Context: an optimization exercise on an open-source flow, tuned for small area and few clock cycles. The choices shown serve that exercise and are no tape-out recipe.
At most, simulation tests tie the RTL to the original design; equivalence was not proved.
For runs 6 and 7, only the layout was checked, not whether the RTL still works.
No driver is modelled on the clock port, so clocking that relies on it looks cheaper here than on a real chip.
Power figures rest on the tool's default switching activity, not on a simulated workload.

<file path="config.mk">
export PLATFORM = sky130hd
export DESIGN_NAME = image_header_size_probe
export DESIGN_NICKNAME = image_header_size_probe
export VERILOG_FILES = /design/flow/design.v
export SDC_FILE = /design/flow/constraint.sdc
export NUM_CORES = 4
export LEC_CHECK = 0
export CAP_MARGIN = 20
export CORE_MARGIN = 2
export CORE_UTILIZATION = 40
export SLEW_MARGIN = 20
</file>
<file path="constraint.sdc">
create_clock -name core_clock -period 12.0 [get_ports {clock}]
set_input_delay 2.4000 -clock core_clock [delete_from_list [all_inputs] [get_ports {clock}]]
set_output_delay 2.4000 -clock core_clock [all_outputs]
set_load 0.01 [all_outputs]
</file>
<file path="design.v">
package ihsp_pkg;
   localparam int unsigned PositionBitsDef = 16;
   localparam int unsigned LeadLen = 24;
   localparam int unsigned HdrLen = 12;
   localparam logic [7:0] MarkerPrefix = 8'hFF;
   localparam logic [7:0] SoiCode = 8'hD8;
   localparam logic [7:0] SofLoA = 8'hC0;
   localparam logic [7:0] SofHiA = 8'hC3;
   localparam logic [7:0] SofLoB = 8'hC9;
   localparam logic [7:0] SofHiB = 8'hCB;
   typedef enum logic [1:0] {
      PHASE_SCAN = 2'd0,
      PHASE_SOF  = 2'd1,
      PHASE_STOP = 2'd2
   } phase_type;
   typedef enum logic [1:0] {
      FMT_NONE = 2'd0,
      FMT_JPEG = 2'd1,
      FMT_GIF  = 2'd2,
      FMT_PNG  = 2'd3
   } format_type;
   typedef logic [LeadLen-1:0][7:0] lead_type;
   typedef struct packed {
      phase_type   phase;
      logic [15:0] height;
      logic [15:0] width;
   } jpeg_info_type;
   function automatic logic is_sof(logic [7:0] m);
      is_sof = ((m >= SofLoA) && (m <= SofHiA)) || ((m >= SofLoB) && (m <= SofHiB));
   endfunction
endpackage
module image_header_size_probe #(
   parameter int unsigned POSITION_BITS = 16
) (
   input  logic        clock,
   input  logic        reset,
   input  logic        req_tvalid,
   output logic        req_tready,
   input  logic [7:0]  req_tdata,    
   input  logic        req_tlast,
   output logic        rsp_tvalid,
   input  logic        rsp_tready,
   output logic [63:0] rsp_tdata,    
   output logic [7:0]  rsp_tuser     
);
   localparam logic [3:0] ST_NONE = 4'd0;
   localparam logic [3:0] ST_GIF  = 4'd1;
   localparam logic [3:0] ST_PNG  = 4'd2;
   localparam logic [3:0] ST_JCNT = 4'd3;    
   localparam logic [3:0] ST_JH1  = 4'd4;    
   localparam logic [3:0] ST_JH2  = 4'd5;    
   localparam logic [3:0] ST_JH3  = 4'd6;    
   localparam logic [3:0] ST_JSOF = 4'd7;    
   localparam logic [3:0] ST_JFND = 4'd8;    
   logic [4:0]               p_ff;               
   logic                     lo_ff;              
   logic [10:0]              hi_ff, hi_inc;      
   logic [3:0]               st_ff, st_nx;
   logic [15:0]              cnt_ff, cnt_dec;    
   logic [7:0][7:0]          col_ff, col_nx;     
   logic [63:0]              col_flat;
   logic [7:0]               col_we;
   logic [63:0]              out_ff;
   logic [1:0]               ofmt_ff;
   logic                     valid_ff;
   logic                     pend_ff;            
   logic [7:0]  b;
   logic        xfer, load, move, act, lo, pos0, long_enough, cnt_is2, sof, wrap;
   logic        is_gif, is_png, sig_bad;
   logic [4:0]  p;
   logic [7:0]  exp_b;
   logic        chk;
   logic [1:0]  fmt_fin;
   logic        ld_lo, ld_hi;
   assign b           = req_tdata;
   assign move        = pend_ff && (!valid_ff || rsp_tready);
   assign req_tready  = !pend_ff || !valid_ff || rsp_tready;
   assign xfer        = req_tvalid && req_tready;
   assign load        = xfer && req_tlast;
   assign p           = p_ff;
   assign lo          = lo_ff;
   assign hi_ff       = {col_ff[7][2:0], col_ff[6]};
   assign hi_inc      = {hi_ff[9:0], !(hi_ff[10] ^ hi_ff[8])};
   assign act         = !(!lo_ff && (hi_ff == 11'd0) && (&p_ff));
   assign wrap        = (&p_ff);
   assign pos0        = lo && (p == 5'd0);
   assign long_enough = !lo || (p >= 5'd23);
   assign is_gif      = (st_ff == ST_GIF);
   assign is_png      = (st_ff == ST_PNG);
   assign col_flat    = col_ff;
   assign cnt_ff      = {col_ff[3], col_ff[2]};
   assign cnt_dec     = cnt_ff - 16'd1;
   assign cnt_is2     = (cnt_ff == 16'd2);
   assign sof         = ((b >= 8'hC0) && (b <= 8'hC3)) || ((b >= 8'hC9) && (b <= 8'hCB));
   always_comb begin
      exp_b = 8'h00;
      case (p[3:0])
         4'd1:  exp_b = is_gif ? 8'h49 : (is_png ? 8'h50 : 8'hD8);
         4'd2:  exp_b = is_gif ? 8'h46 : 8'h4E;
         4'd3:  exp_b = 8'h47;
         4'd4:  exp_b = 8'h0D;
         4'd5:  exp_b = 8'h0A;
         4'd6:  exp_b = 8'h1A;
         4'd7:  exp_b = 8'h0A;
         4'd12: exp_b = 8'h49;
         4'd13: exp_b = 8'h48;
         4'd14: exp_b = 8'h44;
         4'd15: exp_b = 8'h52;
         default: ;
      endcase
      chk = lo && !p[4] && ((p[3:1] == 3'd0) ? p[0] :
                            (((p[3:0] == 4'd2) && is_gif) || (is_png && (p[3:2] != 2'b10))));
      sig_bad = chk && (b != exp_b);
   end
   always_comb begin
      st_nx = st_ff;
      if (pos0) begin
         if (b == 8'hFF)      st_nx = ST_JCNT;
         else if (b == 8'h47) st_nx = ST_GIF;
         else if (b == 8'h89) st_nx = ST_PNG;
         else                 st_nx = ST_NONE;
      end else if (sig_bad) begin
         st_nx = ST_NONE;
      end else begin
         case (st_ff)
            ST_JCNT: if (cnt_is2) st_nx = (b == 8'hFF) ? ST_JH1 : ST_NONE;
            ST_JH1:  st_nx = sof ? ST_JSOF : ST_JH2;
            ST_JH2:  st_nx = ST_JH3;
            ST_JH3:  st_nx = ST_JCNT;
            ST_JSOF: if (cnt_ff[3:0] == 4'd7) st_nx = ST_JFND;
            default: ;
         endcase
      end
      if (req_tlast && !long_enough) st_nx = ST_NONE;
   end
   always_comb begin
      col_we = '0;
      if (lo && is_gif) begin
         col_we[0] = (p == 5'd6);
         col_we[1] = (p == 5'd7);
         col_we[4] = (p == 5'd8);
         col_we[5] = (p == 5'd9);
      end
      if (lo && is_png) begin
         col_we[3] = (p == 5'd16);
         col_we[2] = (p == 5'd17);
         col_we[1] = (p == 5'd18);
         col_we[0] = (p == 5'd19);
         col_we[7] = (p == 5'd20);
         col_we[6] = (p == 5'd21);
         col_we[5] = (p == 5'd22);
         col_we[4] = (p == 5'd23);
      end
      if (st_ff == ST_JSOF) begin
         col_we[5] = (cnt_ff[3:0] == 4'hD);
         col_we[4] = (cnt_ff[3:0] == 4'hC);
         col_we[1] = (cnt_ff[3:0] == 4'hB);
         col_we[0] = (cnt_ff[3:0] == 4'hA);
      end
      if (st_ff == ST_JH2) col_we[3] = 1'b1;    
      if (st_ff == ST_JH3) col_we[2] = 1'b1;    
   end
   always_comb begin
      col_nx = col_ff;
      if (!is_png) begin
         col_nx[3] = cnt_dec[15:8];
         col_nx[2] = cnt_dec[7:0];
      end
      for (int i = 0; i < 8; i++) begin
         if (col_we[i]) col_nx[i] = b;
      end
      if (wrap && !is_png) {col_nx[7][2:0], col_nx[6]} = hi_inc;
      if (pos0) begin
         col_nx[3] = 8'd0;
         col_nx[2] = 8'd3;
         {col_nx[7][2:0], col_nx[6]} = 11'd0;
      end
   end
   always_comb begin
      fmt_fin = 2'd0;
      if (is_gif)                    fmt_fin = 2'd2;
      else if (is_png)               fmt_fin = 2'd3;
      else if (st_ff == ST_JFND)     fmt_fin = 2'd1;
   end
   assign ld_lo = move && (fmt_fin != 2'd0);
   assign ld_hi = move && (fmt_fin == 2'd3);
   always_ff @(posedge clock) begin
      if (reset) begin
         p_ff     <= '0;
         lo_ff    <= 1'b1;
         valid_ff <= 1'b0;
         pend_ff  <= 1'b0;
      end else begin
         if (xfer) begin
            if (req_tlast) begin
               p_ff  <= '0;
               lo_ff <= 1'b1;
            end else if (act) begin
               p_ff <= p_ff + 5'd1;
               if (wrap) lo_ff <= 1'b0;
            end
         end
         if (load)      pend_ff <= 1'b1;
         else if (move) pend_ff <= 1'b0;
         if (move)            valid_ff <= 1'b1;
         else if (rsp_tready) valid_ff <= 1'b0;
      end
      if (xfer && act) st_ff <= st_nx;
      if (xfer && act) col_ff <= col_nx;
      if (move) ofmt_ff <= fmt_fin;
      for (int i = 0; i < 8; i++) begin
         out_ff[8*i +: 8] <= ({8{(i == 2 || i == 3 || i == 6 || i == 7) ? ld_hi : ld_lo}} &
                              col_flat[8*i +: 8]) |
                             ({8{!move}} & out_ff[8*i +: 8]);
      end
   end
   assign rsp_tvalid = valid_ff;
   assign rsp_tdata  = out_ff;
   assign rsp_tuser  = {5'd0, ofmt_ff, (ofmt_ff != 2'd0)};
endmodule
</file>
<file path="flow/run.sh">
#!/bin/bash
# Layout flow: the standard layout (standard.sh) with three changes.
#  - Synthesis is the standard flow's script, except that ABC maps the logic with an
#    area-oriented script (flow/abc_area.script). Flip-flops are mapped before
#    ABC runs, so the registers are the standard synthesis's, by name and cell.
#  - Each port gets the smallest buffer (buf_1) instead of clkdlybuf4s50_1.
#  - Clock tree synthesis uses clkbuf_8 and inserts no dummy loads; then each
#    clock buffer is sized down as far as the clock pins' slew allows
#    (flow/clk_size.tcl, run as ORFS's POST_CTS_TCL hook).
# Every tool writes its full log under orfs/logs/; make's output goes to standard.log.
set -euo pipefail
HERE=$(pwd)
sed "s#log_cmd abc {\*}\$abc_args#set abc_args [lreplace \$abc_args 1 1 $HERE/flow/abc_area.script]\n  log_cmd abc {*}\$abc_args#" \
  "$FLOW_HOME/scripts/synth.tcl" > "$HERE/area_synth.tcl"
grep -q "abc_area.script" "$HERE/area_synth.tcl"
sed "s#source \$::env(SCRIPTS_DIR)/synth.tcl#source $HERE/area_synth.tcl#" \
  "$HERE/synth_recipe.tcl" > "$HERE/area_synth_recipe.tcl"
grep -q "area_synth.tcl" "$HERE/area_synth_recipe.tcl"
bash standard.sh \
  "SYNTH_SCRIPT=$HERE/area_synth_recipe.tcl" \
  "BUFFER_PORTS_ARGS=-buffer_cell sky130_fd_sc_hd__buf_1" \
  "CTS_ARGS=-sink_clustering_enable -repair_clock_nets -dont_use_dummy_load -buf_list sky130_fd_sc_hd__clkbuf_8" \
  "POST_CTS_TCL=$HERE/flow/clk_size.tcl" \
  finish > standard.log 2>&1
</file>
<file path="flow/abc_area.script">
&get -n
&st
&dch -f
&nf -a -p -R 1000
&st
&dch -f
&nf -a -p -R 1000
&st
&dch -f
&nf -a -p -R 1000
&put
topo
</file>
<file path="flow/clk_size.tcl">
# POST_CTS hook: size each clock buffer to the smallest clkbuf that keeps every
# flip-flop clock pin's estimated slew under a margin (leaves first, then the
# buffers driving them), then legalize the placement again.
set clk_slew_limit 0.095
set clk_sizes {sky130_fd_sc_hd__clkbuf_2 sky130_fd_sc_hd__clkbuf_4 sky130_fd_sc_hd__clkbuf_8 sky130_fd_sc_hd__clkbuf_16}

proc clk_ff_worst_slew { } {
  set worst 0.0
  foreach p [get_pins -hierarchical */CLK] {
    set s [get_property $p slew_max]
    if { $s > $worst } { set worst $s }
  }
  return $worst
}

proc clk_sink_worst_slew { inst } {
  set worst 0.0
  foreach opin [get_pins -of_objects $inst -filter "direction == output"] {
    foreach p [get_pins -of_objects [get_nets -of_objects $opin] -filter "direction == input"] {
      set s [get_property $p slew_max]
      if { $s > $worst } { set worst $s }
    }
  }
  return $worst
}

estimate_parasitics -placement
set leaves {}
set roots {}
foreach inst [get_cells *] {
  if { ![string match "sky130_fd_sc_hd__clkbuf_*" [get_property $inst ref_name]] } { continue }
  set drives_ff 0
  foreach opin [get_pins -of_objects $inst -filter "direction == output"] {
    foreach p [get_pins -of_objects [get_nets -of_objects $opin] -filter "direction == input"] {
      if { [get_property $p name] == "CLK" } { set drives_ff 1 }
    }
  }
  if { $drives_ff } { lappend leaves $inst } else { lappend roots $inst }
}
puts "clock sizing: [llength $leaves] leaf and [llength $roots] other clock buffers, before: worst clock pin slew [format %.1f [expr [clk_ff_worst_slew] * 1000]] ps"
foreach inst $leaves {
  foreach m $clk_sizes {
    replace_cell $inst $m
    if { [clk_sink_worst_slew $inst] < $clk_slew_limit } { break }
  }
}
foreach inst $roots {
  foreach m $clk_sizes {
    replace_cell $inst $m
    if { [clk_ff_worst_slew] < $clk_slew_limit && [clk_sink_worst_slew $inst] < 0.2 } { break }
  }
}
# any clock pin still over the margin: upsize its leaf buffer
foreach inst $leaves {
  set i [lsearch $clk_sizes [get_property $inst ref_name]]
  while { [clk_sink_worst_slew $inst] >= $clk_slew_limit && $i < [llength $clk_sizes] - 1 } {
    incr i
    replace_cell $inst [lindex $clk_sizes $i]
  }
}
foreach inst [concat $roots $leaves] {
  puts "clock buffer [get_full_name $inst]: [get_property $inst ref_name], sink slew [format %.1f [expr [clk_sink_worst_slew $inst] * 1000]] ps"
}
puts "clock sizing: after: worst clock pin slew [format %.1f [expr [clk_ff_worst_slew] * 1000]] ps"
detailed_placement
check_placement -verbose
</file>
<file path="standard.sh">
#!/bin/bash
# synth_recipe.tcl (not shown) runs the flow's synth.tcl, then flattens the netlist and writes it again
# the make line also repeats each setting of config.mk as NAME=value (left out here)
make -C /OpenROAD-flow-scripts/flow DESIGN_CONFIG=/design/flow/config.mk WORK_HOME=/design/flow/orfs CLKGATE_MAP_FILE= SYNTH_SCRIPT=/design/flow/synth_recipe.tcl "${@:-finish}"
</file>
==> impl_metrics.tcl, run 1 <==
set metrics [dict create \
    layout_common_cells "buf_1, dfxtp_1, edfxtp_1" \
    synth_top_area_share_pct 36.80 \
    worstSetupEndpointType "output pin" \
    power_w 0.0008824 \
    cp.required_ns 9.60 \
    p_int_w 0.0006609 \
    finalHoldViolCount 0 \
    wire_per_inst_microns 17.45 \
    grt_pass1_wl_mm 21.42 \
    max_cap_violations 0 \
    grt_max_degree 68 \
    synth_area_leader_cell "edfxtp_1" \
    p_leak_nw 2.240 \
    num-fill-cells 1307 \
    dp_hpwl_mm 8.863 \
    dp_cells 751 \
    power_density_nw_per_um2 135.8 \
    period_share_pct 44.79 \
    die_area_sq_um 15250 \
    insertion_delay_ns 0.57 \
    drc 0 \
    final_util_pct 46.62 \
    grt_pass1_vias 4108 \
    hold_class "reg2reg" \
    wl_mm 13.42 \
    path_cells "buf_1 > nor2b_1 > nand2_1 > buf_1" \
    io_pins 87 \
    ant_nets 0 \
    die_h_microns 123.5 \
    syn2layout_area_growth_pct 13.73 \
    num_vias 4322 \
    startpoint_type "input pin" \
    grt_overflow 0 \
    drt_first_pass_iters 5 \
    status "timing/DRC/antenna clean" \
    drtIter0Drc 459 \
    final_cell_count_no_fill 769 \
    place.gp.congestion 0.8776 \
    layout-drive-gt1-share_pct 5.442 \
    coreArea_sq_um 13930 \
    netSwitchingFraction_pct 25.10 \
    switchingPower_w 0.0002215 \
    dr_wl_met2_mm 6.046 \
    grtUsageTotal_pct 18.61 \
    yosys-top-cells-area "edfxtp_1, dfxtp_1, a22o_1" \
    slew_viol_final 0 \
    ys_seq_area_share_pct 62.04 \
    cts_tree "done" \
    rrSetupSlack_ns 8.42 \
    netlist_area_sq_um 5712 \
    core.rowCount 43 \
    critPathArrivalTime_ns 2.98 \
    synth-seq-cells 142 \
    final_common_cell "buf_1" \
    yosysWarningCount 1 \
    cp_slowest_stage_delay_ns 0.21 \
    antenna_found_initial 1 \
    combPwrFrac_pct 10.2 \
    fin_crit_ns 5.375 \
    crit_slowest_cell "nor2b_1" \
    slew_headroom_pct 33.79 \
    skew_ns 0.04641 \
    clkSinkCount 142 \
    rsz0062_at_grt "no" \
    clkTransAtPathRegs_ns 0.09 \
    synth_cell_types 45 \
    die_x_microns 123.5 \
    top_layer "met4" \
    hold_slack_ns 0.4296 \
    crit_type "in2out" \
    vdd_drop_max_uv 58.15 \
    drt-vias-per-instance 5.620 \
    numPortBuffers 81 \
    fin_nets 613 \
    fmax_mhz 186.0 \
    synth.avg_cell_area_sq_um 11.90 \
    seq_power_share_pct 62.9 \
    p_clk_share_pct 26.9 \
    critical_path.max_fanout 4 \
    worst_pin_slew_ns 0.9886 \
    crit_top_cell "buf_1" \
    initial_core_util_pct 40.99 \
    wl_met3_microns 698 \
    fin_tns_setup_ns 0 \
    met1Wirelength_mm 6.396 \
    finalSetupViolCount 0 \
    synthCells 480 \
]
## critical path: cells and delay by family
kind,cells,cell delay (ns)
buf+inv,2,0.22
simple gates,2,0.36
## layout make-up
cell class	count	area [sq um]	area share, %
Sequential cell	142	3543	54.55
Multi-Input combinational cell	331	2141	32.95
Timing Repair Buffer	92	386.6	5.951
Tap cell	180	225.2	3.467
Clock buffer	17	175.2	2.696
Inverter	6	22.52	0.3467
Antenna cell	1	2.502	0.03852
## synth_stat cells
cell and n:
a22o_1 64, a22oi_1 3, xnor2_1 8, o211a_1 1
a211oi_1 6, a221oi_1 2, edfxtp_1 70, o211ai_1 2
a31o_1 1, ha_1 10, nand3_1 14, o31a_1 2
buf_4 5, o21ai_0 22, nor2b_1 9, o22ai_1 1
and2_0 3, o41ai_1 2, dfxtp_1 72, and4b_1 1
nand2_1 35, and3_1 5, nor4b_1 3, o21a_1 1
nand4b_1 2, nor2_1 40, nand2b_1 4, nor4_1 5
a41oi_1 1, a2111oi_0 2, conb_1 1, o221a_1 1
a31oi_1 13, nand3b_1 4, xor2_1 5, o31ai_1 1
nor3b_1 3, a32oi_1 2, a21o_1 1, a311oi_1 1
nor3_1 9, clkinv_1 6, a21oi_1 24, nand4_1 10
or2_0 3
## path summary, 6_finish.rpt
| path | start | depth (start not counted) | to |
|---|---|---|---|
| setup / recovery | rsp_tready | 4 | req_tready |
| hold / removal | col_ff[61] | 1 | out_ff[61] |
| hold reg to reg | col_ff[61] | 1 | out_ff[61] |
| setup reg to reg | st_ff[0] | 9 | st_ff[0] |
## logic make-up after synthesis
family / share of synthesized area (%)
AND/OR/NAND/NOR: 13.08
buffers and inverters: 1.052
flip-flops: 62.04
adder cells (fa/ha/maj): 2.191
AO/OA/AOI/OAI: 19.58
XOR/XNOR: 1.993
other: 0.06565
## metal layers
layer	track usage (%)	up-vias
met3	4.566	21
met4	8.381	0
met2	27.85	139
met1	25.50	2078
li1	-	2084
met5	0	-
## flip-flops by register name, summed over array words and instances (netlist names)
register	flops
lo_ff	1
out_ff	64
ofmt_ff	2
st_ff	4
valid_ff	1
pend_ff	1
p_ff	5
col_ff	64
## power groups by stage
stage | registers (W) | logic, W | clock network [W]
after floorplan | 0.000569 | 0.0000484 | 0
after global placement | 0.000565 | 0.0000879 | 0
after detailed placement | 0.000566 | 0.0000896 | 0
after global routing | 0.000559 | 0.000100 | 0.000263
final | 0.000555 | 0.0000896 | 0.000238
## stage by stage
stage	setup WS, ns	instance area [sq um]
floorplan	6.665	5727
global placement	6.673	6311
detailed placement	6.600	6319
global route	6.534	6496
finish	6.625	6496
Testbench counts, summed over its fixed seeds: cycles 113,726.
==> run 2, diff against run 1 <==
--- a/design.v
+++ b/design.v
@@ -82,4 +82,4 @@
    assign hi_ff       = {col_ff[7][2:0], col_ff[6]};
-   assign hi_inc      = {hi_ff[9:0], !(hi_ff[10] ^ hi_ff[8])};
-   assign act         = !(!lo_ff && (hi_ff == 11'd0) && (&p_ff));
+   assign hi_inc      = {hi_ff[9:0], hi_ff[10] ^ hi_ff[8]};
+   assign act         = !(!lo_ff && (&hi_ff) && (&p_ff));
    assign wrap        = (&p_ff);
@@ -161,2 +161,6 @@
       if (st_ff == ST_JH3) col_we[2] = 1'b1;    
+      if (pos0) begin                           
+         col_we[7] = 1'b1;
+         col_we[6] = 1'b1;
+      end
    end
@@ -175,3 +179,2 @@
          col_nx[2] = 8'd3;
-         {col_nx[7][2:0], col_nx[6]} = 11'd0;
       end
--- a/config.mk
+++ b/config.mk
@@ -9,3 +9,4 @@
 export CORE_MARGIN = 2
-export CORE_UTILIZATION = 40
+export CORE_UTILIZATION = 70
+export PLACE_DENSITY = 0.8
 export SLEW_MARGIN = 20
==> run 2 against run 1 <==
Effect of this change: still clean; flip-flop and latch count is the same; core utilization grew 35 points; clock-buffer cell count is the same; first-iteration DRC count shrank 3.1%; combinational power shrank 7.1%; global-route usage grew 10 points; synthesized cell count grew 0.21%; hold slack gained 0.0084 ns; worst setup slack lost 0.0094 ns; register-to-register slack gained 0.31 ns; critical path type unchanged; critical endpoint unchanged; largest cell class unchanged; largest power group unchanged; highest routed layer unchanged.
==> impl_metrics.tcl, run 2 <==
set metrics [dict create \
    seq_power_share_pct 64.0 \
    synth_edf_count 70 \
    initial_core_util_pct 72.88 \
    skew_ns 0.03270 \
    netlist_area_sq_um 5690 \
    clkSinkCount 142 \
    die_x_microns 94.16 \
    synth_top_area_share_pct 36.94 \
    die_h_microns 94.16 \
    fin_nets 611 \
    grtUsageTotal_pct 28.95 \
    crit_top_cell "buf_1" \
    critical_path.max_fanout 4 \
    worst_pin_slew_ns 1.027 \
    ys_seq_area_share_pct 62.27 \
    fmax_mhz 185.7 \
    slew_headroom_pct 31.20 \
    grt_max_degree 68 \
    power_density_nw_per_um2 136.5 \
    period_share_pct 44.87 \
    wire_per_inst_microns 17.74 \
    rsz0062_at_grt "no" \
    p_clk_share_pct 26.3 \
    p_leak_nw 2.248 \
    multi_input_area_sq_um 2117 \
    antenna_found_initial 0 \
    yosys-top-cells-area "edfxtp_1, dfxtp_1, a22o_1" \
    insertion_delay_ns 0.41 \
    seqCellArea_sq_um 3543 \
    core.rowCount 32 \
    combPwrFrac_pct 9.6 \
    antennaDiodeCount 0 \
    vdd_drop_max_uv 77.12 \
    synth_cell_types 46 \
    yosysWarningCount 1 \
    io_pins 87 \
    layout-drive-gt1-share_pct 4.778 \
    cp.required_ns 9.60 \
    max_cap_violations 0 \
    drt-vias-per-instance 6.344 \
    hold_class "reg2reg" \
    die_area_sq_um 8866 \
    fin_tns_setup_ns 0 \
    cp_slowest_stage_delay_ns 0.21 \
    layout_common_cells "buf_1, dfxtp_1, edfxtp_1" \
    grt_pass1_vias 3996 \
    clkTransAtPathRegs_ns 0.09 \
    grt_overflow 0 \
    startpoint_type "input pin" \
    ant_nets 0 \
    synthCells 481 \
    coreArea_sq_um 7807 \
    p_int_w 0.0006582 \
    r2r_cells 12 \
    yosysMostFrequentCell "dfxtp_1" \
    wl_mm 12.21 \
    async_flop_share_pct 0 \
    crit_slowest_cell "nor2b_1" \
    critPathBufInv 2 \
    finalSetupViolCount 0 \
    num_vias 4365 \
    drtIter0Drc 445 \
    cp_top_family "simple AND/OR/NAND/NOR gates" \
    num-fill-cells 500 \
    synth_area_leader_cell "edfxtp_1" \
    synth-seq-cells 142 \
    worstSetupEndpointType "output pin" \
    drc 0 \
    final_util_pct 81.20 \
    dp_hpwl_mm 8.225 \
    synthTopCellsByCount "dfxtp_1, edfxtp_1, a22o_1, nor2_1, nand2_1" \
    fin_crit_ns 5.384 \
    drt_first_pass_iters 6 \
    crit_type "in2out" \
    finalHoldViolCount 0 \
    place.gp.congestion 0.9556 \
    power_w 0.0008653 \
    status "timing/DRC/antenna clean" \
    path_cells "buf_1 > nor2b_1 > nand2_1 > buf_1" \
    grt_pass1_wl_mm 19.65 \
    synth.avg_cell_area_sq_um 11.83 \
    final_common_cell "buf_1" \
    numPortBuffers 81 \
    netSwitchingFraction_pct 23.93 \
    slew_viol_final 0 \
    cts_tree "done" \
    switchingPower_w 0.0002071 \
    syn2layout_area_growth_pct 11.41 \
    critPathArrivalTime_ns 2.98 \
    crit_cells 4 \
    synth-main-ff-cell "dfxtp_1" \
    biggestRegsByFlops "col_ff (64), out_ff (64), p_ff (5)" \
    hold_depth 1 \
]
-- run 2: cell types whose count changed after synthesis, moves of 4 or more --
cell / previous run / this run
a21oi_1: 24 / 18
nand2b_1: 4 / 8
nand2_1: 35 / 40
nand3_1: 14 / 19
or2_0: 3 / 7
nor3_1: 9 / 5
nand4_1: 10 / 6
-- run 2: worst paths after layout --
check              from    endpoint  slack [ns]
min          col_ff[46]  out_ff[46]        0.44
min reg2reg  col_ff[46]  out_ff[46]        0.44
max reg2reg     p_ff[0]    st_ff[1]        8.73
max          rsp_tready  req_tready        6.62
-- run 2: metal layers --
layer / global-route usage (%) / up-vias / share of wire [%]
met1: 41.00 / 2030 / 43
met4: 10.75 / 0 / 1.7
met5: 0 / - / 0
met3: 5.859 / 28 / 9.1
li1: - / 2059 / -
met2: 44.58 / 248 / 46
-- run 2: final cells by class --
type | instances | area share (%)
Inverter | 5 | 0.2960
Tap cell | 102 | 2.013
Timing Repair Buffer | 89 | 5.704
Sequential cell | 142 | 55.89
Multi-Input combinational cell | 333 | 33.39
Clock buffer | 17 | 2.704
-- run 2: cell families after synthesis --
logic type / count (synthesis) / share of synthesized area (%)
buffers and inverters: 10 / 0.9896
flip-flops: 142 / 62.27
AO/OA/AOI/OAI: 140 / 18.03
AND/OR/NAND/NOR: 165 / 14.45
other: 1 / 0.06590
XOR/XNOR: 13 / 2.001
adder cells (fa/ha/maj): 10 / 2.199
-- run 2: power by group through the flow --
| stage | combinational (W) | sequential (W) | clock, W |
|---|---|---|---|
| after global placement | 0.0000792 | 0.000563 | 0 |
| after detailed placement | 0.0000822 | 0.000565 | 0 |
| after floorplan | 0.0000444 | 0.000568 | 0 |
| after global routing | 0.0000916 | 0.000557 | 0.000250 |
| final | 0.0000832 | 0.000554 | 0.000228 |
-- run 2: stage by stage --
stage                     cells  hold slack [ns]  setup WS [ns]  cell area, sq um
final                       688           0.4379          6.616              6340
after global routing        688           0.4690          6.518              6340
after detailed placement    669           0.4421          6.611              6156
after global placement      669           0.4381          6.677              6156
after floorplan             485           0.4358          6.665              5705
Testbench counts of run 2, summed over its fixed seeds: cycles 113,726.
==> run 3, diff against run 2 <==
==> flow/abc_area.script (replaced) <==
&get -n
&st
&deepsyn -I 1 -J 100
&st
&dch -f
&nf -a -p -R 1000
&st
&dch -f
&nf -a -p -R 1000
&put
topo
==> run 3 against run 2 <==
Effect of this change: core utilization fell by 0.73 points; maximum frequency up 1.8%; design area is 1.4% lower; synthesized area decreased by 1.2%; die area shrank 1.1%; clock-buffer cell count is the same; register-to-register slack barely moved; clock power hardly changed; sequential share of layout area grew 0.79 points; flip-flop and latch count unchanged; critical endpoint unchanged; largest power group unchanged.
==> impl_metrics.tcl, run 3 <==
set metrics [dict create \
    worst_pin_slew_ns 0.9846 \
    antennaDiodeCount 0 \
    p_leak_nw 2.266 \
    wire_per_inst_microns 18.52 \
    layout-drive-gt1-share_pct 4.452 \
    skew_ns 0.05577 \
    num_vias 4375 \
    grt_pass1_wl_mm 19.79 \
    synthTopCellsByCount "dfxtp_1, edfxtp_1, a22o_1, nor2_1, nand2_1" \
    ant_nets 0 \
    clkTransAtPathRegs_ns 0.09 \
    insertion_delay_ns 0.55 \
    worstSetupEndpointType "output pin" \
    async_flop_share_pct 0 \
    cp.required_ns 9.60 \
    max_cap_violations 0 \
    yosysMostFrequentCell "dfxtp_1" \
    clkSinkCount 142 \
    fin_crit_ns 5.290 \
    io_pins 87 \
    synth_cell_types 44 \
    setup_ws_ns 6.710 \
    numPortBuffers 81 \
    slew_headroom_pct 33.50 \
    synth-seq-cells 142 \
    die_area_sq_um 8766 \
    status "timing/DRC/antenna clean" \
    layout_common_cells "buf_1, dfxtp_1, edfxtp_1" \
    slew_viol_final 0 \
    yosysWarningCount 1 \
    synth_edf_count 70 \
    fmax_mhz 189.0 \
    drt_first_pass_iters 6 \
    die_h_microns 93.63 \
    synth.avg_cell_area_sq_um 11.69 \
    seqCellArea_sq_um 3543 \
    pre_cts_ws_ns 6.703 \
    num-fill-cells 486 \
    synth_area_leader_cell "edfxtp_1" \
    critical_path.max_fanout 3 \
    vdd_drop_max_uv 120.8 \
    grt_pass1_vias 3995 \
    wl_mm 12.71 \
    antenna_found_initial 0 \
    grtUsageTotal_pct 30.08 \
    dp_hpwl_mm 8.298 \
    critPathArrivalTime_ns 2.89 \
    cts_tree "done" \
    biggestRegsByFlops "col_ff (64), out_ff (64), p_ff (5)" \
    yosys-top-cells-area "edfxtp_1, dfxtp_1, a22o_1" \
    power_density_nw_per_um2 140.4 \
    drt-vias-per-instance 6.378 \
    grt_overflow 0 \
    crit_type "in2out" \
    synth_top_area_share_pct 37.38 \
    finalSetupViolCount 0 \
    synthCells 481 \
    rsz0062_at_grt "no" \
    syn2layout_area_growth_pct 11.17 \
    fin_nets 609 \
    rrSetupSlack_ns 8.74 \
    drtIter0Drc 369 \
    core.rowCount 32 \
    drc 0 \
    startpoint_type "input pin" \
    multi_input_area_sq_um 2023 \
    fin_tns_setup_ns 0 \
    netlist_area_sq_um 5623 \
    final_common_cell "buf_1" \
    grt_max_degree 68 \
    die_x_microns 93.63 \
    initial_core_util_pct 72.39 \
    hold_class "reg2reg" \
    synth-main-ff-cell "dfxtp_1" \
    ys_seq_area_share_pct 63.02 \
    finalHoldViolCount 0 \
    period_share_pct 44.08 \
    place.gp.congestion 0.9069 \
    coreArea_sq_um 7767 \
]
run 3: cell count changes after synthesis, sizes merged, moves of 5 or more:
cell	delta
nand3	-8
a211oi	-5
a21oi	+6
clkinv	+7
or2	-5
a22o	+5
nor2	+14
a31oi	-10
nand2	+8
run 3: area by class of cell:
cell class	instances	share of cell area, %
Timing Repair Buffer	87	5.584
Inverter	12	0.7206
Clock buffer	17	2.602
Sequential cell	142	56.69
Tap cell	102	2.042
Multi-Input combinational cell	326	32.37
run 3: report_power, final:
group	leakage (nW)	switching (W)	internal, W
sequential	1.25	0.0000210	0.000538
combinational	0.926	0.0000570	0.0000357
clock	0.0933	0.000142	0.0000838
total	2.27	0.000220	0.000658
run 3: metrics by stage:
stage / std cells / hold slack [ns] / cell area, sq um / utilization, % / total power, W
2_1_floorplan: 485 / 0.4341 / 5638 / - / 0.0006241
3_3_place_gp: 669 / 0.4383 / 6088 / 78.38 / 0.0006560
3_5_place_dp: 669 / 0.4421 / 6088 / 78.38 / 0.0006609
5_1_grt: 686 / 0.4698 / 6251 / 80.48 / 0.0009110
6_report: 686 / 0.4517 / 6251 / 80.48 / 0.0008776
run 3: critical path, stage by stage:
cell	delay (ns)
buf_1	0.07
nor2b_1	0.18
nand2_1	0.11
buf_1	0.13
run 3: cell families (layout without fill, tap and decap cells):
family	count (synthesis)	in the layout	synth area share, %
adder cells (fa/ha/maj)	10	10	2.225
flip-flops	142	142	63.02
other	1	5	0.06669
AND/OR/NAND/NOR	156	156	12.71
buffers and inverters	17	116	1.469
XOR/XNOR	8	8	1.246
multiplexers	1	1	0.2003
AO/OA/AOI/OAI	146	146	19.07
run 3: path summary, 6_finish.rpt:
| check | startpoint | to | cells past startpoint |
|---|---|---|---|
| max | rsp_tready | req_tready | 4 |
| min reg2reg | col_ff[60] | out_ff[60] | 1 |
| min | col_ff[60] | out_ff[60] | 1 |
| max reg2reg | st_ff[3] | st_ff[2] | 12 |
run 3: layer usage:
layer  GRT usage (%)  up-vias  wire length, microns
met1           39.65     2046                  5270
li1                -     2020                     -
met2           46.52      261                  5888
met4           14.61        0                   449
met3           8.058       48                  1098
met5               0        -                     0
==> run 4, diff against run 3 <==
--- a/flow/clk_size.tcl
+++ b/flow/clk_size.tcl
@@ -3,3 +3,3 @@
 # buffers driving them), then legalize the placement again.
-set clk_slew_limit 0.095
+set clk_slew_limit 0.112
 set clk_sizes {sky130_fd_sc_hd__clkbuf_2 sky130_fd_sc_hd__clkbuf_4 sky130_fd_sc_hd__clkbuf_8 sky130_fd_sc_hd__clkbuf_16}
==> run 4 against run 3 <==
Effect of this change: synthesized cell count stayed put; total power is 1.2% lower; clock skew is 0.0086 ns higher; die area stayed put; via count hardly changed; synthesized area stayed put; largest cell class unchanged; highest routed layer unchanged; wire length is 0.46% higher.
==> impl_metrics.tcl, run 4 <==
set metrics [dict create \
    status "timing/DRC/antenna clean" \
    placed_area_sq_um 6088 \
    worstSetupEndpointType "output pin" \
    finalSetupViolCount 0 \
    p_clk_share_pct 24.7 \
    rsz0062_at_grt "no" \
    drtIter0Drc 433 \
    synth.avg_cell_area_sq_um 11.69 \
    fin_tns_setup_ns 0 \
    final_util_pct 80.24 \
    crit_cells 4 \
    worst_pin_slew_ns 0.9992 \
    yosysMostFrequentCell "dfxtp_1" \
    power_density_nw_per_um2 139.1 \
    synth-seq-cells 142 \
    fin_crit_ns 5.290 \
    startpoint_type "input pin" \
    grt_pass1_wl_mm 19.78 \
    setup_ws_ns 6.710 \
    r2r_cells 12 \
    startpoint "rsp_tready" \
    syn2layout_area_growth_pct 10.84 \
    layout_common_cells "buf_1, dfxtp_1, edfxtp_1" \
    p_int_w 0.0006475 \
    numPortBuffers 81 \
    core.rowCount 32 \
    cp.required_ns 9.60 \
    biggestRegsByFlops "col_ff (64), out_ff (64), p_ff (5)" \
    synth_edf_count 70 \
    insertion_delay_ns 0.54 \
    finalHoldViolCount 0 \
    path_cells "buf_1 > nor2b_1 > nand2_1 > buf_1" \
    netSwitchingFraction_pct 25.28 \
    synthCells 481 \
    wire_per_inst_microns 18.61 \
    fin_nets 609 \
    die_x_microns 93.63 \
    cp_top_family "simple AND/OR/NAND/NOR gates" \
    layout-drive-gt1-share_pct 4.452 \
    io_pins 87 \
    ant_nets 0 \
    dp_cells 669 \
    r2r-end "st_ff[1]" \
    fmax_mhz 189.0 \
    drc 0 \
    antennaDiodeCount 0 \
    critPathBufInv 2 \
    slew_headroom_pct 32.51 \
    switchingPower_w 0.0002191 \
    clkTransAtPathRegs_ns 0.10 \
    initial_core_util_pct 72.39 \
    vdd_drop_max_uv 120.8 \
    rrSetupSlack_ns 8.77 \
    final_common_cell "buf_1" \
    max_cap_violations 0 \
    synth-main-ff-cell "dfxtp_1" \
    grt_max_degree 68 \
    rr_startpoint "st_ff[3]" \
    pre_cts_ws_ns 6.703 \
    p_leak_nw 2.258 \
    skew_ns 0.06438 \
    grt_pass1_vias 3994 \
    dp_hpwl_mm 8.298 \
    yosys-top-cells-area "edfxtp_1, dfxtp_1, a22o_1" \
    antenna_found_initial 0 \
    ys_seq_area_share_pct 63.02 \
    wl_mm 12.76 \
    fin_area_sq_um 6232 \
    grt_overflow 0 \
    coreArea_sq_um 7767 \
    slew_viol_final 0 \
    crit_slowest_cell "nor2b_1" \
    place.gp.congestion 0.9069 \
    cp-endpoint "req_tready" \
    num_vias 4379 \
    synthTopCellsByCount "dfxtp_1, edfxtp_1, a22o_1, nor2_1, nand2_1" \
    final_cell_count_no_fill 686 \
    synth_cell_types 44 \
    combPwrFrac_pct 10.7 \
    drt_first_pass_iters 5 \
    crit_top_cell "buf_1" \
    crit_type "in2out" \
    synth_top_area_share_pct 37.38 \
    hold_class "reg2reg" \
    period_share_pct 44.08 \
    drt-vias-per-instance 6.383 \
    die_h_microns 93.63 \
    async_flop_share_pct 0 \
    clkSinkCount 142 \
    netlist_area_sq_um 5623 \
    critPathArrivalTime_ns 2.89 \
    die_area_sq_um 8766 \
    yosysWarningCount 1 \
    grtUsageTotal_pct 30.07 \
    critical_path.max_fanout 3 \
    seq_power_share_pct 64.5 \
    cts_tree "done" \
    cp_slowest_stage_delay_ns 0.18 \
    synth_area_leader_cell "edfxtp_1" \
]
run 4: cell counts after synthesis:
No cell type changed its count.
run 4: worst min path at each step:
stage	start	end	slack, ns	cells past startpoint
2_1_floorplan	lo_ff	lo_ff	0.43	2
3_3_place_gp	col_ff[41]	out_ff[41]	0.44	1
3_5_place_dp	col_ff[45]	out_ff[45]	0.44	1
5_1_grt	col_ff[41]	out_ff[41]	0.47	1
6_report	col_ff[41]	out_ff[41]	0.45	1
run 4: power groups by stage:
stage | sequential (W) | combinational [W] | clock (W)
after floorplan | 0.000574 | 0.0000504 | 0
after global placement | 0.000568 | 0.0000878 | 0
after detailed placement | 0.000570 | 0.0000909 | 0
after global routing | 0.000563 | 0.000102 | 0.000234
final | 0.000559 | 0.0000929 | 0.000214
run 4: area by class of cell:
type / instances / area (sq um)
clock buffer: 17 / 143.9
sequential: 142 / 3543
multi-input combinational: 326 / 2023
fill: 488 / 1535
timing repair buffer: 87 / 349.1
inverter: 12 / 45.04
tap: 102 / 127.6
run 4: kinds of logic after synthesis:
kind of cell	synth area share, %
AOI/OAI and AO/OA	19.07
xor gates and xnor gates	1.246
adders and majority gates	2.225
buffers and inverters	1.469
DFF	63.02
muxes	0.2003
other	0.06669
and+or+nand+nor	12.71
run 4: per-stage QoR:
step	hold WS, ns	total power [W]
2_1_floorplan	0.4341	0.0006241
3_3_place_gp	0.4383	0.0006560
3_5_place_dp	0.4421	0.0006609
5_1_grt	0.4663	0.0008989
6_report	0.4518	0.0008667
run 4: layer usage:
layer / wire (microns) / track usage, % / share of wire, %
met3: 1010 / 8.058 / 7.9
met1: 5431 / 39.65 / 43
met4: 423 / 14.49 / 3.3
met2: 5899 / 46.52 / 46
met5: 0 / 0 / 0
==> run 5, diff against run 4 <==
--- a/flow/clk_size.tcl
+++ b/flow/clk_size.tcl
@@ -3,3 +3,3 @@
 # buffers driving them), then legalize the placement again.
-set clk_slew_limit 0.112
+set clk_slew_limit 0.095
 set clk_sizes {sky130_fd_sc_hd__clkbuf_2 sky130_fd_sc_hd__clkbuf_4 sky130_fd_sc_hd__clkbuf_8 sky130_fd_sc_hd__clkbuf_16}
--- a/config.mk
+++ b/config.mk
@@ -9,4 +9,4 @@
 export CORE_MARGIN = 2
-export CORE_UTILIZATION = 70
-export PLACE_DENSITY = 0.8
+export CORE_UTILIZATION = 60
+export PLACE_DENSITY = 0.7
 export SLEW_MARGIN = 20
==> run 5 against run 4 <==
Effect of this change: clock power increased by 8%; hold slack got worse by 0.0023 ns; total power increased by 1.9%; via count decreased by 3.4%; core utilization decreased by 12 points; sequential power about the same.
==> impl_metrics.tcl, run 5 <==
set metrics [dict create \
    final_common_cell "buf_1" \
    antenna_found_initial 0 \
    fmax_mhz 189.0 \
    synth_top_area_share_pct 37.38 \
    rsz0062_at_grt "no" \
    fin_nets 610 \
    die_x_microns 100.8 \
    wire_per_inst_microns 18.13 \
    finalSetupViolCount 0 \
    die_area_sq_um 10160 \
    yosysWarningCount 1 \
    seq_power_share_pct 63.3 \
    vdd_drop_max_uv 65.83 \
    pre_cts_ws_ns 6.714 \
    netlist_area_sq_um 5623 \
    fin_crit_ns 5.290 \
    yosysMostFrequentCell "dfxtp_1" \
    num-fill-cells 729 \
    synth-seq-cells 142 \
    async_flop_share_pct 0 \
    synthAdderAreaFrac_pct 2.225 \
    startpoint_type "input pin" \
    p_int_w 0.0006668 \
    clkSinkCount 142 \
    die_h_microns 100.8 \
    dp_hpwl_mm 8.577 \
    synth.avg_cell_area_sq_um 11.69 \
    cp.required_ns 9.60 \
    drc 0 \
    layout_common_cells "buf_1, dfxtp_1, edfxtp_1" \
    grt_overflow 0 \
    critPathArrivalTime_ns 2.89 \
    initial_core_util_pct 61.44 \
    synth_top_family_by_area "compound AO/OA/AOI/OAI gates" \
    layout-drive-gt1-share_pct 4.615 \
    ant_nets 0 \
    skew_ns 0.03257 \
    muxShareOfSynthArea_pct 0.2003 \
    grt_pass1_wl_mm 19.91 \
    num_vias 4228 \
    final_cell_count_no_fill 696 \
    drt-vias-per-instance 6.075 \
    coreArea_sq_um 9153 \
    worstSetupEndpointType "output pin" \
    synth-main-ff-cell "dfxtp_1" \
    crit_type "in2out" \
    slew_headroom_pct 36.53 \
    combPwrFrac_pct 10.4 \
    grtUsageTotal_pct 26.06 \
    grt_max_degree 68 \
    p_leak_nw 2.277 \
    clkTransAtPathRegs_ns 0.08 \
    dp_cells 679 \
    synthTopCellsByCount "dfxtp_1, edfxtp_1, a22o_1, nor2_1, nand2_1" \
    path_cells "buf_1 > nor2b_1 > nand2_1 > buf_1" \
    setup_ws_ns 6.710 \
    syn2layout_area_growth_pct 11.77 \
    slew_viol_final 0 \
    hold_class "reg2reg" \
    synth_edf_count 70 \
    hold_slack_ns 0.4494 \
    grt_pass1_vias 3891 \
    switchingPower_w 0.0002167 \
    max_cap_violations 0 \
    biggestRegsByFlops "col_ff (64), out_ff (64), p_ff (5)" \
    cp_slowest_stage_delay_ns 0.17 \
    worst_pin_slew_ns 0.9397 \
    crit_top_cell "buf_1" \
    p_clk_share_pct 26.3 \
    finalHoldViolCount 0 \
    status "timing/DRC/antenna clean" \
    wl_mm 12.62 \
    rrSetupSlack_ns 8.65 \
    synth_compound_area_share_pct 19.07 \
    synthCells 481 \
    synth_xor_xnor_area_share_pct 1.246 \
    antennaDiodeCount 0 \
    ys_seq_area_share_pct 63.02 \
    core.rowCount 35 \
    synth-simple-area-share_pct 12.71 \
    drt_first_pass_iters 4 \
    drtIter0Drc 234 \
    io_pins 87 \
    place.gp.congestion 0.9568 \
    period_share_pct 44.09 \
    critical_path.max_fanout 3 \
    insertion_delay_ns 0.55 \
    crit_slowest_cell "nor2b_1" \
    power_density_nw_per_um2 140.6 \
    synth_area_leader_cell "edfxtp_1" \
    fin_tns_setup_ns 0 \
    final_util_pct 68.67 \
    numPortBuffers 81 \
    synth_cell_types 44 \
    yosys-top-cells-area "edfxtp_1, dfxtp_1, a22o_1" \
    cts_tree "done" \
    netSwitchingFraction_pct 24.53 \
]
-- run 5: cell counts after synthesis --
No cell type changed its count.
-- run 5: power groups by stage --
stage               clock network, W  registers [W]  logic (W)
floorplan                          0       0.000574  0.0000504
global placement                   0       0.000569  0.0000888
detailed placement                 0       0.000570  0.0000913
global route                0.000259       0.000563   0.000102
finish                      0.000232       0.000560  0.0000919
-- run 5: area by class of cell --
type	instances	area (sq um)	share of cell area, %
clock buffers	17	177.7	2.827
inverters	12	45.04	0.7167
multi-input cells	326	2023	32.19
flip-flops and latches	142	3543	56.38
well taps	111	138.9	2.210
repair buffers	88	356.6	5.674
-- run 5: metrics by stage --
| stage | power (W) | area (sq um) |
|---|---|---|
| final | 0.0008835 | 6285 |
| after global routing | 0.0009235 | 6285 |
| after detailed placement | 0.0006615 | 6107 |
| after global placement | 0.0006578 | 6107 |
| after floorplan | 0.0006241 | 5638 |
-- run 5: worst max-delay path, delay by kind of cell --
| kind | cells | cell delay [ns] |
|---|---|---|
| buffers and inverters | 2 | 0.22 |
| and+or+nand+nor | 2 | 0.28 |
-- run 5: cell families after synthesis --
logic type | after synthesis
AOI/OAI and AO/OA | 146
muxes | 1
other | 1
adders and majority gates | 10
xor gates and xnor gates | 8
buffers and inverters | 17
and+or+nand+nor | 156
DFF | 142
-- run 5: worst paths after layout --
check	depth (start not counted)	end	startpoint
setup / recovery	4	req_tready	rsp_tready
hold / removal	1	out_ff[41]	col_ff[41]
setup reg to reg	11	st_ff[1]	st_ff[0]
hold reg to reg	1	out_ff[41]	col_ff[41]
-- run 5: metal layers --
metal	share of wire, %	up-vias	routed length, microns	track usage (%)
met4	2.1	0	259	10.12
met5	0	-	0	0
met2	47	139	5977	39.38
li1	-	2028	-	-
met1	46	2039	5768	36.62
met3	4.8	22	611	6.241
==> run 6, diff against run 5 <==
--- a/design.v
+++ b/design.v
@@ -65,14 +65,14 @@
    logic                     valid_ff;
-   logic                     pend_ff;            
+   logic                     ld_pend_n_ff;       
+   logic                     ld_lo, ld_hi;       
    logic [7:0]  b;
-   logic        xfer, load, move, act, lo, pos0, long_enough, cnt_is2, sof, wrap;
+   logic        xfer, load, act, lo, pos0, long_enough, cnt_is2, sof;
    logic        is_gif, is_png, sig_bad;
    logic [4:0]  p;
+   logic        wrap;
    logic [7:0]  exp_b;
    logic        chk;
-   logic [1:0]  fmt_fin;
-   logic        ld_lo, ld_hi;
+   logic [1:0]  fmt_res;
    assign b           = req_tdata;
-   assign move        = pend_ff && (!valid_ff || rsp_tready);
-   assign req_tready  = !pend_ff || !valid_ff || rsp_tready;
+   assign req_tready  = !req_tlast || (ld_pend_n_ff && (!valid_ff || rsp_tready));
    assign xfer        = req_tvalid && req_tready;
@@ -82,4 +82,4 @@
    assign hi_ff       = {col_ff[7][2:0], col_ff[6]};
-   assign hi_inc      = {hi_ff[9:0], hi_ff[10] ^ hi_ff[8]};
-   assign act         = !(!lo_ff && (&hi_ff) && (&p_ff));
+   assign hi_inc      = {hi_ff[9:0], !(hi_ff[10] ^ hi_ff[8])};
+   assign act         = !(!lo_ff && (hi_ff == 11'd0) && (&p_ff));
    assign wrap        = (&p_ff);
@@ -98,3 +98,3 @@
          4'd1:  exp_b = is_gif ? 8'h49 : (is_png ? 8'h50 : 8'hD8);
-         4'd2:  exp_b = is_gif ? 8'h46 : 8'h4E;
+         4'd2:  exp_b = is_gif ? 8'h46 : (is_png ? 8'h4E : 8'hFF);
          4'd3:  exp_b = 8'h47;
@@ -111,3 +111,3 @@
       chk = lo && !p[4] && ((p[3:1] == 3'd0) ? p[0] :
-                            (((p[3:0] == 4'd2) && is_gif) || (is_png && (p[3:2] != 2'b10))));
+                            ((p[3:0] == 4'd2) || (is_png && (p[3:2] != 2'b10))));
       sig_bad = chk && (b != exp_b);
@@ -133,3 +133,2 @@
       end
-      if (req_tlast && !long_enough) st_nx = ST_NONE;
    end
@@ -161,6 +160,2 @@
       if (st_ff == ST_JH3) col_we[2] = 1'b1;    
-      if (pos0) begin                           
-         col_we[7] = 1'b1;
-         col_we[6] = 1'b1;
-      end
    end
@@ -179,18 +174,20 @@
          col_nx[2] = 8'd3;
-      end
-   end
-   always_comb begin
-      fmt_fin = 2'd0;
-      if (is_gif)                    fmt_fin = 2'd2;
-      else if (is_png)               fmt_fin = 2'd3;
-      else if (st_ff == ST_JFND)     fmt_fin = 2'd1;
-   end
-   assign ld_lo = move && (fmt_fin != 2'd0);
-   assign ld_hi = move && (fmt_fin == 2'd3);
+         {col_nx[7][2:0], col_nx[6]} = 11'd0;
+      end
+   end
+   always_comb begin
+      fmt_res = 2'd0;
+      if (long_enough) begin
+         if (is_gif)      fmt_res = 2'd2;
+         else if (is_png) fmt_res = 2'd3;
+         else if ((st_ff == ST_JFND) || ((st_ff == ST_JSOF) && (cnt_ff[3:0] == 4'd7) && act))
+            fmt_res = 2'd1;
+      end
+   end
    always_ff @(posedge clock) begin
       if (reset) begin
-         p_ff     <= '0;
-         lo_ff    <= 1'b1;
-         valid_ff <= 1'b0;
-         pend_ff  <= 1'b0;
+         p_ff         <= '0;
+         lo_ff        <= 1'b1;
+         valid_ff     <= 1'b0;
+         ld_pend_n_ff <= 1'b1;
       end else begin
@@ -205,10 +202,11 @@
          end
-         if (load)      pend_ff <= 1'b1;
-         else if (move) pend_ff <= 1'b0;
-         if (move)            valid_ff <= 1'b1;
+         ld_pend_n_ff <= !load;
+         if (!ld_pend_n_ff)   valid_ff <= 1'b1;
          else if (rsp_tready) valid_ff <= 1'b0;
       end
-      if (xfer && act) st_ff <= st_nx;
-      if (xfer && act) col_ff <= col_nx;
-      if (move) ofmt_ff <= fmt_fin;
+      if (xfer && act) begin
+         st_ff  <= st_nx;
+         col_ff <= col_nx;
+      end
+      if (load) ofmt_ff <= fmt_res;
       for (int i = 0; i < 8; i++) begin
@@ -216,5 +214,7 @@
                               col_flat[8*i +: 8]) |
-                             ({8{!move}} & out_ff[8*i +: 8]);
-      end
-   end
+                             ({8{ld_pend_n_ff}} & out_ff[8*i +: 8]);
+      end
+   end
+   assign ld_lo = !ld_pend_n_ff && (ofmt_ff != 2'd0);
+   assign ld_hi = !ld_pend_n_ff && (ofmt_ff == 2'd3);
    assign rsp_tvalid = valid_ff;
==> flow/abc_area.script (replaced) <==
&get -n
&st
&dch -f
&nf -a -p -R 1000
&st
&dch -f
&nf -a -p -R 1000
&st
&dch -f
&nf -a -p -R 1000
&put
topo
--- a/config.mk
+++ b/config.mk
@@ -9,4 +9,3 @@
 export CORE_MARGIN = 2
-export CORE_UTILIZATION = 60
-export PLACE_DENSITY = 0.7
+export CORE_UTILIZATION = 40
 export SLEW_MARGIN = 20
==> run 6 against run 5 <==
Effect of this change: clock-buffer cell count unchanged; hold slack worse by 0.017 ns; still clean; synthesized cell count up 1.9%; synthesized area up 1.7%; via count up 4.0%; clock power up 7%; critical endpoint unchanged.
==> impl_metrics.tcl, run 6 <==
set metrics [dict create \
    status "timing/DRC/antenna clean" \
    p_leak_nw 2.223 \
    insertion_delay_ns 0.57 \
    r2r_cells 10 \
    io_pins 87 \
    rsz0062_at_grt "no" \
    coreArea_sq_um 13930 \
    p_clk_share_pct 26.8 \
    cp-endpoint "req_tready" \
    period_share_pct 44.17 \
    yosysWarningCount 1 \
    place.gp.congestion 0.9024 \
    fin_nets 619 \
    worstSetupEndpointType "output pin" \
    crit_type "in2out" \
    cp_slowest_stage_delay_ns 0.19 \
    slew_viol_final 0 \
    async_flop_share_pct 0 \
    final_cell_count_no_fill 775 \
    syn2layout_area_growth_pct 13.36 \
    netlist_area_sq_um 5720 \
    final_util_pct 46.54 \
    vdd_drop_max_uv 48.03 \
    rrSetupSlack_ns 8.35 \
    seqCellArea_sq_um 3545 \
    fin_crit_ns 5.301 \
    critPathBufInv 2 \
    die_h_microns 123.6 \
    die_x_microns 123.6 \
    grt_pass1_wl_mm 21.92 \
    layout_common_cells "buf_1, dfxtp_1, edfxtp_1" \
    switchingPower_w 0.0002370 \
    slew_headroom_pct 39.55 \
    dp_hpwl_mm 9.429 \
    drt-vias-per-instance 5.674 \
    clkSinkCount 142 \
    layout-drive-gt1-share_pct 4.714 \
    crit_cells 4 \
    finalHoldViolCount 0 \
    crit_slowest_cell "o21ai_0" \
    placed_area_sq_um 6286 \
    die_area_sq_um 15270 \
    synth_area_leader_cell "edfxtp_1" \
    initial_core_util_pct 41.05 \
    final_common_cell "buf_1" \
    cts_tree "done" \
    wire_per_inst_microns 18.10 \
    yosysMostFrequentCell "dfxtp_1" \
    fmax_mhz 188.6 \
    grtUsageTotal_pct 19.15 \
    combPwrFrac_pct 11.6 \
    grt_pass1_vias 4135 \
    wl_mm 14.03 \
    critPathArrivalTime_ns 2.90 \
    cp_top_family "buffers and inverters" \
    p_int_w 0.0006859 \
    path_cells "buf_1 > o21ai_0 > nand2_1 > buf_1" \
    cp.required_ns 9.60 \
    yosys-top-cells-area "edfxtp_1, dfxtp_1, a22o_1" \
    seq_power_share_pct 61.6 \
    multi_input_area_sq_um 2136 \
    finalSetupViolCount 0 \
    drtIter0Drc 409 \
    top_layer "met4" \
    antenna_found_initial 1 \
    dr_wl_met2_mm 6.401 \
    biggestRegsByFlops "col_ff (64), out_ff (64), p_ff (5)" \
    hold_class "reg2reg" \
    fin_tns_setup_ns 0 \
    synth_edf_count 70 \
    worst_pin_slew_ns 0.9025 \
    wl_met3_microns 909 \
    synth-seq-cells 142 \
    r2r-end "col_ff[57]" \
    synthCells 490 \
    startpoint "rsp_tready" \
    met1Wirelength_mm 6.411 \
    max_cap_violations 0 \
    num_vias 4397 \
    rr_startpoint "p_ff[0]" \
    drc 0 \
    core.rowCount 43 \
    startpoint_type "input pin" \
    netSwitchingFraction_pct 25.68 \
    synth_top_area_share_pct 36.75 \
    ys_seq_area_share_pct 61.94 \
    synthTopCellsByCount "dfxtp_1, edfxtp_1, a22o_1, nor2_1, nand2_1" \
    drt_first_pass_iters 6 \
    clkTransAtPathRegs_ns 0.09 \
    ant_nets 0 \
    synth.avg_cell_area_sq_um 11.67 \
    grt_max_degree 67 \
    fin_area_sq_um 6485 \
    grt_overflow 0 \
    critical_path.max_fanout 3 \
    synth_cell_types 45 \
    crit_top_cell "buf_1" \
    numPortBuffers 81 \
    num-fill-cells 1307 \
    power_density_nw_per_um2 142.3 \
    synth-main-ff-cell "dfxtp_1" \
    dp_cells 757 \
    skew_ns 0.03086 \
]
[run 6: stage by stage]
step | setup WS [ns] | total power, W | hold slack, ns
6_report | 6.699 | 0.0009229 | 0.4325
3_3_place_gp | 6.726 | 0.0006836 | 0.4374
5_1_grt | 6.603 | 0.0009691 | 0.4449
2_1_floorplan | 6.896 | 0.0006409 | 0.4355
3_5_place_dp | 6.693 | 0.0006865 | 0.4411
[run 6: per-layer routing]
metal | track usage, % | vias up
met5 | 0 | -
met4 | 9.091 | 0
met3 | 4.625 | 27
met2 | 28.78 | 191
met1 | 26.05 | 2079
li1 | - | 2100
[run 6: final cells by class]
cell class / instances / area share, %
clock buffers: 17 / 2.933
flip-flops and latches: 142 / 54.66
well taps: 180 / 3.473
multi-input cells: 339 / 32.93
repair buffers: 88 / 5.499
inverters: 8 / 0.4631
diodes: 1 / 0.03859
[run 6: worst min-delay path by stage]
stage / startpoint / end / cells after the start
2_1_floorplan: col_ff[0] / out_ff[0] / 1
3_3_place_gp: col_ff[34] / out_ff[34] / 1
3_5_place_dp: col_ff[35] / out_ff[35] / 1
5_1_grt: col_ff[13] / out_ff[13] / 1
6_report: col_ff[12] / out_ff[12] / 1
[run 6: logic make-up after synthesis]
kind of cell | Yosys count | share of synthesized area [%]
simple gates | 158 | 13.23
compound gates | 154 | 19.55
flops | 142 | 61.94
buf+inv | 13 | 1.181
xor+xnor | 12 | 1.837
fa+ha+maj | 10 | 2.187
other cells | 1 | 0.06555
[run 6: worst reg2reg max path: stages (launching register included)]
cell	delay, ns
dfxtp_1	0.36
ha_1	0.32
nand3_1	0.27
clkinv_1	0.11
ha_1	0.24
nand2b_1	0.11
nor3_1	0.05
nand4_1	0.19
nand3_1	0.49
nor3_1	0.86
o21bai_1	0.29
[run 6: power groups by stage]
| stage | Combinational (W) | Sequential, W | Clock (W) |
|---|---|---|---|
| 5_1_grt | 0.000120 | 0.000573 | 0.000277 |
| 3_5_place_dp | 0.000107 | 0.000579 | 0 |
| 2_1_floorplan | 0.0000555 | 0.000585 | 0 |
| 6_report | 0.000107 | 0.000568 | 0.000248 |
| 3_3_place_gp | 0.000106 | 0.000578 | 0 |
==> run 7, diff against run 6 <==
--- a/config.mk
+++ b/config.mk
@@ -7,5 +7,5 @@
 export LEC_CHECK = 0
-export CAP_MARGIN = 20
+export CAP_MARGIN = 0
 export CORE_MARGIN = 2
 export CORE_UTILIZATION = 40
-export SLEW_MARGIN = 20
+export SLEW_MARGIN = 0
==> run 7 against run 6 <==
Effect of this change: worst setup slack about the same; hold slack about the same; sequential share of layout area increased by 0.053 points; clock-buffer cell count unchanged; highest routed layer unchanged; flip-flop and latch count unchanged; synthesized cell count unchanged; synthesized area unchanged; still clean on timing, DRC and antenna; combinational power about the same; total power about the same; clock power about the same; core utilization about the same.
==> impl_metrics.tcl, run 7 <==
set metrics [dict create \
    die_area_sq_um 15270 \
    synth.avg_cell_area_sq_um 11.67 \
    biggestRegsByFlops "col_ff (64), out_ff (64), p_ff (5)" \
    dp_hpwl_mm 9.429 \
    p_leak_nw 2.223 \
    yosysMostFrequentCell "dfxtp_1" \
    place.gp.congestion 0.9024 \
    wire_per_inst_microns 18.09 \
    synth_area_leader_cell "edfxtp_1" \
    fin_crit_ns 5.301 \
    critPathBufInv 2 \
    yosys-top-cells-area "edfxtp_1, dfxtp_1, a22o_1" \
    status "timing/DRC/antenna clean" \
    layout_common_cells "buf_1, dfxtp_1, edfxtp_1" \
    placed_area_sq_um 6286 \
    syn2layout_area_growth_pct 13.25 \
    skew_ns 0.03267 \
    cp.required_ns 9.60 \
    async_flop_share_pct 0 \
    io_pins 87 \
    vdd_drop_max_uv 48.05 \
    ant_nets 0 \
    finalHoldViolCount 0 \
    grtUsageTotal_pct 19.15 \
    die_x_microns 123.6 \
    critPathArrivalTime_ns 2.90 \
    die_h_microns 123.6 \
    wl_mm 14.02 \
    clkSinkCount 142 \
    critical_path.max_fanout 3 \
    crit_top_cell "buf_1" \
    dp_cells 757 \
    insertion_delay_ns 0.57 \
    worstSetupEndpointType "output pin" \
    power_density_nw_per_um2 142.4 \
    yosysWarningCount 1 \
    fin_area_sq_um 6479 \
    num_vias 4424 \
    fin_tns_setup_ns 0 \
    drt-vias-per-instance 5.708 \
    power_w 0.0009226 \
    worst_pin_slew_ns 1.247 \
    netlist_area_sq_um 5720 \
    slew_viol_final 0 \
    cp_slowest_stage_delay_ns 0.19 \
    fmax_mhz 188.7 \
    max_cap_violations 0 \
    synth_edf_count 70 \
    synth-main-ff-cell "dfxtp_1" \
    hold_class "reg2reg" \
    grt_overflow 0 \
    final_cell_count_no_fill 775 \
    crit_slowest_cell "o21ai_0" \
    antenna_found_initial 1 \
    period_share_pct 44.17 \
    layout-drive-gt1-share_pct 4.545 \
    grt_max_degree 67 \
    synthTopCellsByCount "dfxtp_1, edfxtp_1, a22o_1, nor2_1, nand2_1" \
    seqCellArea_sq_um 3545 \
    crit_type "in2out" \
    cp_top_family "buffers and inverters" \
    synthCells 490 \
    drtIter0Drc 387 \
    rsz0062_at_grt "no" \
    coreArea_sq_um 13930 \
    synth_top_area_share_pct 36.75 \
    grt_pass1_wl_mm 21.92 \
    synth_cell_types 45 \
    cts_tree "done" \
    clkTransAtPathRegs_ns 0.09 \
    path_cells "buf_1 > o21ai_0 > nand2_1 > buf_1" \
    final_common_cell "buf_1" \
    drt_first_pass_iters 5 \
    synth-seq-cells 142 \
    slew_headroom_pct 16.47 \
    initial_core_util_pct 41.05 \
    multi_input_area_sq_um 2130 \
    ys_seq_area_share_pct 61.94 \
    numPortBuffers 81 \
    finalSetupViolCount 0 \
    drc 0 \
    num-fill-cells 1308 \
    startpoint_type "input pin" \
    fin_nets 619 \
    grt_pass1_vias 4135 \
    core.rowCount 43 \
]
[run 7: changes by cell type in the layout (fill, tap and decap cells not counted)]
cell / change
a31oi_2: -1
a31oi_1: +1
[run 7: area by class of cell]
cell class / count / area share (%)
flip-flops and latches: 142 / 54.71
diodes: 1 / 0.03862
repair buffers: 88 / 5.504
well taps: 180 / 3.476
inverters: 8 / 0.4635
clock buffers: 17 / 2.935
multi-input cells: 339 / 32.87
[run 7: worst paths after layout]
| kind | depth (start not counted) | endpoint | from | slack [ns] |
|---|---|---|---|---|
| worst min-delay path | 1 | out_ff[12] | col_ff[12] | 0.43 |
| worst min register to register | 1 | out_ff[12] | col_ff[12] | 0.43 |
| worst max register to register | 10 | col_ff[57] | p_ff[0] | 8.33 |
| worst max-delay path | 4 | req_tready | rsp_tready | 6.70 |
[run 7: power breakdown]
| part | switching [W] | internal, W |
|---|---|---|
| Sequential | 0.0000252 | 0.000543 |
| Clock | 0.000148 | 0.0000993 |
| Combinational | 0.0000634 | 0.0000434 |
[run 7: kinds of logic (layout without fill, tap and decap cells)]
logic type	count (synthesis)	count (layout)	synth area share [%]
compound gates	154	154	19.55
xor+xnor	12	12	1.837
fa+ha+maj	10	10	2.187
buf+inv	13	113	1.181
flops	142	142	61.94
other cells	1	6	0.06555
simple gates	158	158	13.23
[run 7: stage by stage]
stage | worst slack [ns] | util, % | hold slack [ns]
2_1_floorplan | 6.896 | - | 0.4355
3_3_place_gp | 6.726 | 45.11 | 0.4374
3_5_place_dp | 6.693 | 45.11 | 0.4411
5_1_grt | 6.603 | 46.49 | 0.4449
6_report | 6.699 | 46.49 | 0.4323
[run 7: layer usage]
metal	track usage, %	vias up	share of wire (%)
met5	0	-	0
met4	9.091	0	2.3
met3	4.625	26	5.3
met2	28.78	173	46
met1	26.05	2131	47
li1	-	2094	-
[run 7: worst reg2reg max path, cell delays in order, from the launching register on]
cell,delay [ns]
dfxtp_1,0.35
ha_1,0.32
nand3_1,0.27
clkinv_1,0.11
ha_1,0.24
nand2b_1,0.11
nor3_1,0.05
nand4_1,0.21
nand3_1,0.49
nor3_1,0.87
o21bai_1,0.29

re-timing with driven ports:
The results above use ideal ports. As a check the final layouts listed here were re-extracted and re-timed, cells and wires unchanged. Step 1 assumes that a clkbuf_16 drives the clock port and a buf_2 every other input. Step 2 adds t to the input delays and takes it off the output delays; t is the mean of the earliest and latest rising clock arrival at the registers after step 1. Input paths then give back, and output paths get back, about the clock's delay inside the block. Slacks: ideal / step 1 / step 2; pairs: ideal / step 1.
| run | shift t [ns] | slack for setup (ns) | worst hold slack (ns) | worst setup path at the end | worst data-port slew with drivers (ns) |
|---|---|---|---|---|---|
| run 1 | 0.587 | 6.625 / 6.606 / 6.606 | 0.430 / 0.430 / 0.430 | input to output | 0.04 |
| run 2 | 0.424 | 6.616 / 6.597 / 6.597 | 0.438 / 0.438 / 0.438 | input to output | 0.04 |
| run 3 | 0.553 | 6.710 / 6.690 / 6.690 | 0.452 / 0.452 / 0.452 | input to output | 0.03 |
| run 4 | 0.543 | 6.710 / 6.690 / 6.690 | 0.452 / 0.452 / 0.452 | input to output | 0.03 |
| run 5 | 0.565 | 6.710 / 6.686 / 6.686 | 0.449 / 0.449 / 0.449 | input to output | 0.03 |
| run 6 | 0.593 | 6.699 / 6.675 / 6.675 | 0.433 / 0.433 / 0.433 | input to output | 0.04 |
| run 7 | 0.593 | 6.699 / 6.675 / 6.675 | 0.432 / 0.432 / 0.432 | input to output | 0.04 |
After both steps setup and hold are still met in every run listed.
